Source: an optimization exercise on an open RTL-to-GDS flow (aim: small area, a short achievable clock period and few clock cycles). Production flows keep margins and buffers that such runs may drop. RTL that was checked went through simulation tests only; none was proved equivalent to the original.

==> inputs of 07-25 <==
==> flow/design.v (excerpt) <==
module rational_arithmetic_unit #(
  parameter int OPERAND_WIDTH = 32
) (
  input  logic               clk,
  input  logic               rst,
  input  logic               in_valid,
  output logic               in_stall,
  input  logic [1:0]         action,
  input  logic signed [31:0] first_num,
  input  logic signed [31:0] first_den,
  input  logic signed [31:0] second_num,
  input  logic signed [31:0] second_den,
  output logic               out_valid,
  input  logic               out_stall,
  output logic signed [63:0] out_num,
  output logic signed [63:0] out_den,
  output logic               is_equal,
  output logic               status
);
==> module rau_ctrl, before the edit <==
module rau_ctrl (
  input  logic               clk,
  input  logic               rst,
  input  logic               in_valid,
  output logic               in_stall,
  input  logic [1:0]         action,
  input  logic [31:0]        first_num,
  input  logic [31:0]        first_den,
  input  logic [31:0]        second_num,
  input  logic [31:0]        second_den,
  input  logic               take,       
  output logic               full,       
  output logic               pq_eq,      
  output logic               pq_eqv,     
  output logic [63:0]        p,
  output logic [63:0]        q
);
  logic        busy, run, acc_now, last, is_add;
  logic [4:0]  cnt;
  logic        da, dc, dq;
  logic [34:0] p_hi;
  logic [31:0] p_lo;
  logic [33:0] q_hi;
  logic [31:0] q_lo;
  assign in_stall = !acc_now;
  assign p = {p_hi[31:0], p_lo};
  assign q = {q_hi[31:0], q_lo};
  wire start = !busy && !acc_now && in_valid && (!full || take);
  wire [4:0] nxt = busy ? cnt + 5'd1 : 5'd0;
  wire add_now = busy ? is_add : (action == rau_pkg::ACT_ADD);
  wire [34:0] ta = da ? {{3{first_num[31]}}, first_num} : 35'd0;
  wire [34:0] tc = dc ? {{3{second_num[31]}}, second_num} : 35'd0;
  wire [33:0] tb = dq ? {{2{first_den[31]}}, first_den} : 34'd0;
  wire [34:0] pacc = run ? p_hi : 35'd0;
  wire [33:0] qacc = run ? q_hi : 34'd0;
  wire [34:0] psum = pacc + (ta ^ {35{last}}) + (tc ^ {35{last}}) + {33'd0, last, 1'b0};
  wire [33:0] qsum = qacc + (tb ^ {34{last}}) + {33'd0, last};
  always_ff @(posedge clk) begin
    if (rst) begin
      busy <= 1'b0;
      acc_now <= 1'b0;
      full <= 1'b0;
    end else begin
      acc_now <= 1'b0;
      if (take) full <= 1'b0;
      if (acc_now && in_valid) full <= 1'b1;
      if (start) begin
        if (action == rau_pkg::ACT_ADD || action == rau_pkg::ACT_MUL) busy <= 1'b1;
        else acc_now <= 1'b1;
      end else if (busy) begin
        if (!in_valid || last) busy <= 1'b0;
        if (in_valid && cnt == 5'd30) acc_now <= 1'b1;
      end
    end
  end
  always_ff @(posedge clk) begin
    da <= add_now ? second_den[nxt] : second_num[nxt];
    dc <= add_now & first_den[nxt];
    dq <= second_den[nxt];
    if (start) begin
      cnt <= 5'd0;
      run <= 1'b0;
      last <= 1'b0;
      is_add <= (action == rau_pkg::ACT_ADD);
      pq_eq <= (action == rau_pkg::ACT_EQUAL);
      pq_eqv <= (first_num == second_num) && (first_den == second_den);
    end else if (busy) begin
      run <= 1'b1;
      cnt <= cnt + 5'd1;
      last <= (cnt == 5'd30);
    end
    if (start) begin
      p_hi <= {{3{first_num[31]}}, {32{first_num[31]}}};
      p_lo <= first_num;
      q_hi <= {{2{first_den[31]}}, {32{first_den[31]}}};
      q_lo <= first_den;
    end else if (busy) begin
      p_hi <= {psum[34], psum[34:1]};
      p_lo <= {psum[0], p_lo[31:1]};
      q_hi <= {qsum[33], qsum[33:1]};
      q_lo <= {qsum[0], q_lo[31:1]};
    end
  end
endmodule
export LEC_CHECK = 0
export CAP_MARGIN = 20
export CORE_MARGIN = 2
export CORE_UTILIZATION = 40
export SETUP_SLACK_MARGIN = 5
export SLEW_MARGIN = 20
create_clock -name core_clock -period 11.0 [get_ports {clk}]
run.sh (not shown) runs the stock make flow with config.mk's settings and CLKGATE_MAP_FILE= SYNTH_SCRIPT=/design/flow/synth_recipe.tcl, a recipe that flattens the netlist after the stock synthesis.
==> 12-28: changes against 07-25 <==
--- a/flow/design.v
+++ b/flow/design.v
@@ -24,68 +24,100 @@
   output logic [63:0]        q
 );
-  logic        busy, run, acc_now, last, is_add;
-  logic [4:0]  cnt;
-  logic        da, dc, dq;
-  logic [34:0] p_hi;
+  logic        ofull, busy, run, last;
+  logic [1:0]  oact;
+  logic [31:0] oa, ob, oc, od;
+  logic [3:0]  cnt;
+  logic [2:0]  da, dc, dq;      
+  logic [35:0] p_hi;
   logic [31:0] p_lo;
-  logic [33:0] q_hi;
+  logic [34:0] q_hi;
   logic [31:0] q_lo;
-  assign in_stall = !acc_now;
+  assign in_stall = ofull;
   assign p = {p_hi[31:0], p_lo};
   assign q = {q_hi[31:0], q_lo};
-  wire start = !busy && !acc_now && in_valid && (!full || take);
-  wire [4:0] nxt = busy ? cnt + 5'd1 : 5'd0;
-  wire add_now = busy ? is_add : (action == rau_pkg::ACT_ADD);
-  wire [34:0] ta = da ? {{3{first_num[31]}}, first_num} : 35'd0;
-  wire [34:0] tc = dc ? {{3{second_num[31]}}, second_num} : 35'd0;
-  wire [33:0] tb = dq ? {{2{first_den[31]}}, first_den} : 34'd0;
-  wire [34:0] pacc = run ? p_hi : 35'd0;
-  wire [33:0] qacc = run ? q_hi : 34'd0;
-  wire [34:0] psum = pacc + (ta ^ {35{last}}) + (tc ^ {35{last}}) + {33'd0, last, 1'b0};
-  wire [33:0] qsum = qacc + (tb ^ {34{last}}) + {33'd0, last};
+  wire accept = in_valid && !ofull;
+  wire prod = (oact == rau_pkg::ACT_ADD) || (oact == rau_pkg::ACT_MUL);
+  wire start = ofull && !busy && (!full || take);
+  wire [3:0] nxt = busy ? cnt + 4'd1 : 4'd0;
+  wire add_now = (oact == rau_pkg::ACT_ADD);
+  function automatic logic [2:0] bdig(input logic [31:0] y, input logic [3:0] j);
+    logic [32:0] ye;
+    ye = {y, 1'b0};
+    bdig = {ye[{1'b0, j, 1'b0} + 6'd2], ye[{1'b0, j, 1'b0} + 6'd1], ye[{1'b0, j, 1'b0}]};
+  endfunction
+  function automatic logic [35:0] bpp(input logic [31:0] x, input logic [2:0] b);
+    logic [35:0] xe, m;
+    logic one, two, neg;
+    xe = {{4{x[31]}}, x};
+    one = b[1] ^ b[0];
+    two = (b == 3'b100) || (b == 3'b011);
+    neg = b[2] && !(b == 3'b111);
+    m = one ? xe : (two ? {xe[34:0], 1'b0} : 36'd0);
+    bpp = m ^ {36{neg}};
+  endfunction
+  wire na = da[2] && !(da == 3'b111);
+  wire nc = dc[2] && !(dc == 3'b111);
+  wire nq = dq[2] && !(dq == 3'b111);
+  wire [35:0] ta = bpp(oa, da);
+  wire [35:0] tc = bpp(oc, dc);
+  wire [35:0] tb = bpp(ob, dq);
+  wire [35:0] pacc = run ? p_hi : 36'd0;
+  wire [34:0] qacc = run ? q_hi : 35'd0;
+  wire [35:0] psum = pacc + ta + tc + {34'd0, na & nc, na ^ nc};
+  wire [34:0] qsum = qacc + tb[34:0] + {34'd0, nq};
   always_ff @(posedge clk) begin
     if (rst) begin
+      ofull <= 1'b0;
       busy <= 1'b0;
-      acc_now <= 1'b0;
       full <= 1'b0;
     end else begin
-      acc_now <= 1'b0;
       if (take) full <= 1'b0;
-      if (acc_now && in_valid) full <= 1'b1;
+      if (accept) ofull <= 1'b1;
       if (start) begin
-        if (action == rau_pkg::ACT_ADD || action == rau_pkg::ACT_MUL) busy <= 1'b1;
-        else acc_now <= 1'b1;
-      end else if (busy) begin
-        if (!in_valid || last) busy <= 1'b0;
-        if (in_valid && cnt == 5'd30) acc_now <= 1'b1;
+        if (prod) begin
+          busy <= 1'b1;
+        end else begin
+          ofull <= 1'b0;
+          full <= 1'b1;
+        end
+      end else if (busy && last) begin
+        busy <= 1'b0;
+        ofull <= 1'b0;
+        full <= 1'b1;
       end
     end
   end
   always_ff @(posedge clk) begin
-    da <= add_now ? second_den[nxt] : second_num[nxt];
-    dc <= add_now & first_den[nxt];
-    dq <= second_den[nxt];
+    if (accept) begin
+      oact <= action;
+      oa <= first_num;
+      ob <= first_den;
+      oc <= second_num;
+      od <= second_den;
+    end
+    da <= bdig(add_now ? od : oc, nxt);
+    dc <= add_now ? bdig(ob, nxt) : 3'b000;
+    dq <= bdig(od, nxt);
     if (start) begin
-      cnt <= 5'd0;
+      cnt <= 4'd0;
       run <= 1'b0;
       last <= 1'b0;
-      is_add <= (action == rau_pkg::ACT_ADD);
-      pq_eq <= (action == rau_pkg::ACT_EQUAL);
-      pq_eqv <= (first_num == second_num) && (first_den == second_den);
+      pq_eq <= (oact == rau_pkg::ACT_EQUAL);
+      pq_eqv <= (oa == oc) && (ob == od);
     end else if (busy) begin
       run <= 1'b1;
-      cnt <= cnt + 5'd1;
-      last <= (cnt == 5'd30);
+      cnt <= cnt + 4'd1;
+      last <= (cnt == 4'd14);
     end
     if (start) begin
-      p_hi <= {{3{first_num[31]}}, {32{first_num[31]}}};
-      p_lo <= first_num;
-      q_hi <= {{2{first_den[31]}}, {32{first_den[31]}}};
-      q_lo <= first_den;
+      p_hi <= {{4{oa[31]}}, {32{oa[31]}}};
+      p_lo <= oa;
+      q_hi <= {{3{ob[31]}}, {32{ob[31]}}};
+      q_lo <= ob;
     end else if (busy) begin
-      p_hi <= {psum[34], psum[34:1]};
-      p_lo <= {psum[0], p_lo[31:1]};
-      q_hi <= {qsum[33], qsum[33:1]};
-      q_lo <= {qsum[0], q_lo[31:1]};
+      p_hi <= {{2{psum[35]}}, psum[35:2]};
+      p_lo <= {psum[1:0], p_lo[31:2]};
+      q_hi <= {{2{qsum[34]}}, qsum[34:2]};
+      q_lo <= {qsum[1:0], q_lo[31:2]};
     end
   end
==> flow/flow/run.sh (new file) <==
#!/bin/bash
# Standard layout, with the timing repair aimed below the clock period.
set -euo pipefail
bash standard.sh finish SETUP_SLACK_MARGIN=7.5 > flow_orfs.log 2>&1
==> flow/standard.sh (new file) <==
#!/bin/bash
# synth_recipe.tcl (not shown) runs the flow's synth.tcl, then flattens the netlist and writes it again
# the make line also repeats each setting of config.mk as NAME=value (left out here)
make -C /OpenROAD-flow-scripts/flow DESIGN_CONFIG=/design/flow/config.mk WORK_HOME=/design/flow/orfs CLKGATE_MAP_FILE= SYNTH_SCRIPT=/design/flow/synth_recipe.tcl "${@:-finish}"
SETUP_SLACK_MARGIN = unset   (was 5)
removed: flow/run.sh
==> summary of the runs <==
Against 12-28, the die area of 07-25 is smaller by 7.9%.
Against 12-28, the count of clock-buffer cells in the layout of 07-25 is lower by 3.
Against 12-28, the sequential share of layout area of 07-25 is higher by 2.9 points.
Worst hold slack is about the same in 12-28 and 07-25.
Between 12-28 and 07-25, the lower core utilization is in 07-25 (gap 16 points).
==> figures <==
|  | 12-28 | 07-25 |
|---|---|---|
| Result of the run | complete, no violations | complete, no violations |
| Adder-cell share of the synthesized area | 0.103 | 0.103 |
| Largest net degree at the start of global routing | 196 | 182 |
| Die Area | 153000 sq um | 141000 sq um |
| Net count, final | 8861 | 7443 |
| Global-route wire length before repair | 416000 um | 326000 um |
| Cells after Synth | 7185 | 7071 |
| Final core utilization | 0.602 | 0.443 |
| Detailed router's first-iteration violation count | 9986 | 5940 |
| Area added between synthesis and finish | 49.7% | 10.1% |
| Simple-gate portion of the synthesized area | 0.150 | 0.170 |
| Number of antenna violations at the first check in global routing | 11 | 4 |
Testbench counts of 07-25, summed over its fixed seeds: cycles 17,495.
No functional check of the RTL was part of 12-28.

## separate check: timing with driven ports
The flow's constraints put no driver on any port. The routed layouts listed below were extracted and timed again, unchanged, in two steps. Step 1, drivers: a clkbuf_16 drives clk and a buf_2 each remaining input, both assumed. Step 2 also shifts input and output timing later by t, the mid clock arrival at the registers, as if the neighbouring blocks saw the same clock. a / b / c = ideal / step 1 / step 2; a / b = the first two.
run | t (ns) | slack for setup (ns) | worst setup path after step 2 | worst data-port slew with drivers (ns)
07-25 | 0.746 | 5.038 / 5.038 / 4.407 | input to register | 0.06
12-28 | 0.795 | 5.895 / 5.895 / 5.895 | register to register | 0.07
After both steps setup and hold are still met in every run listed. For 07-25, which loses most, drivers alone change the setup slack by 0.000 ns; drivers and shift together by -0.631 ns.
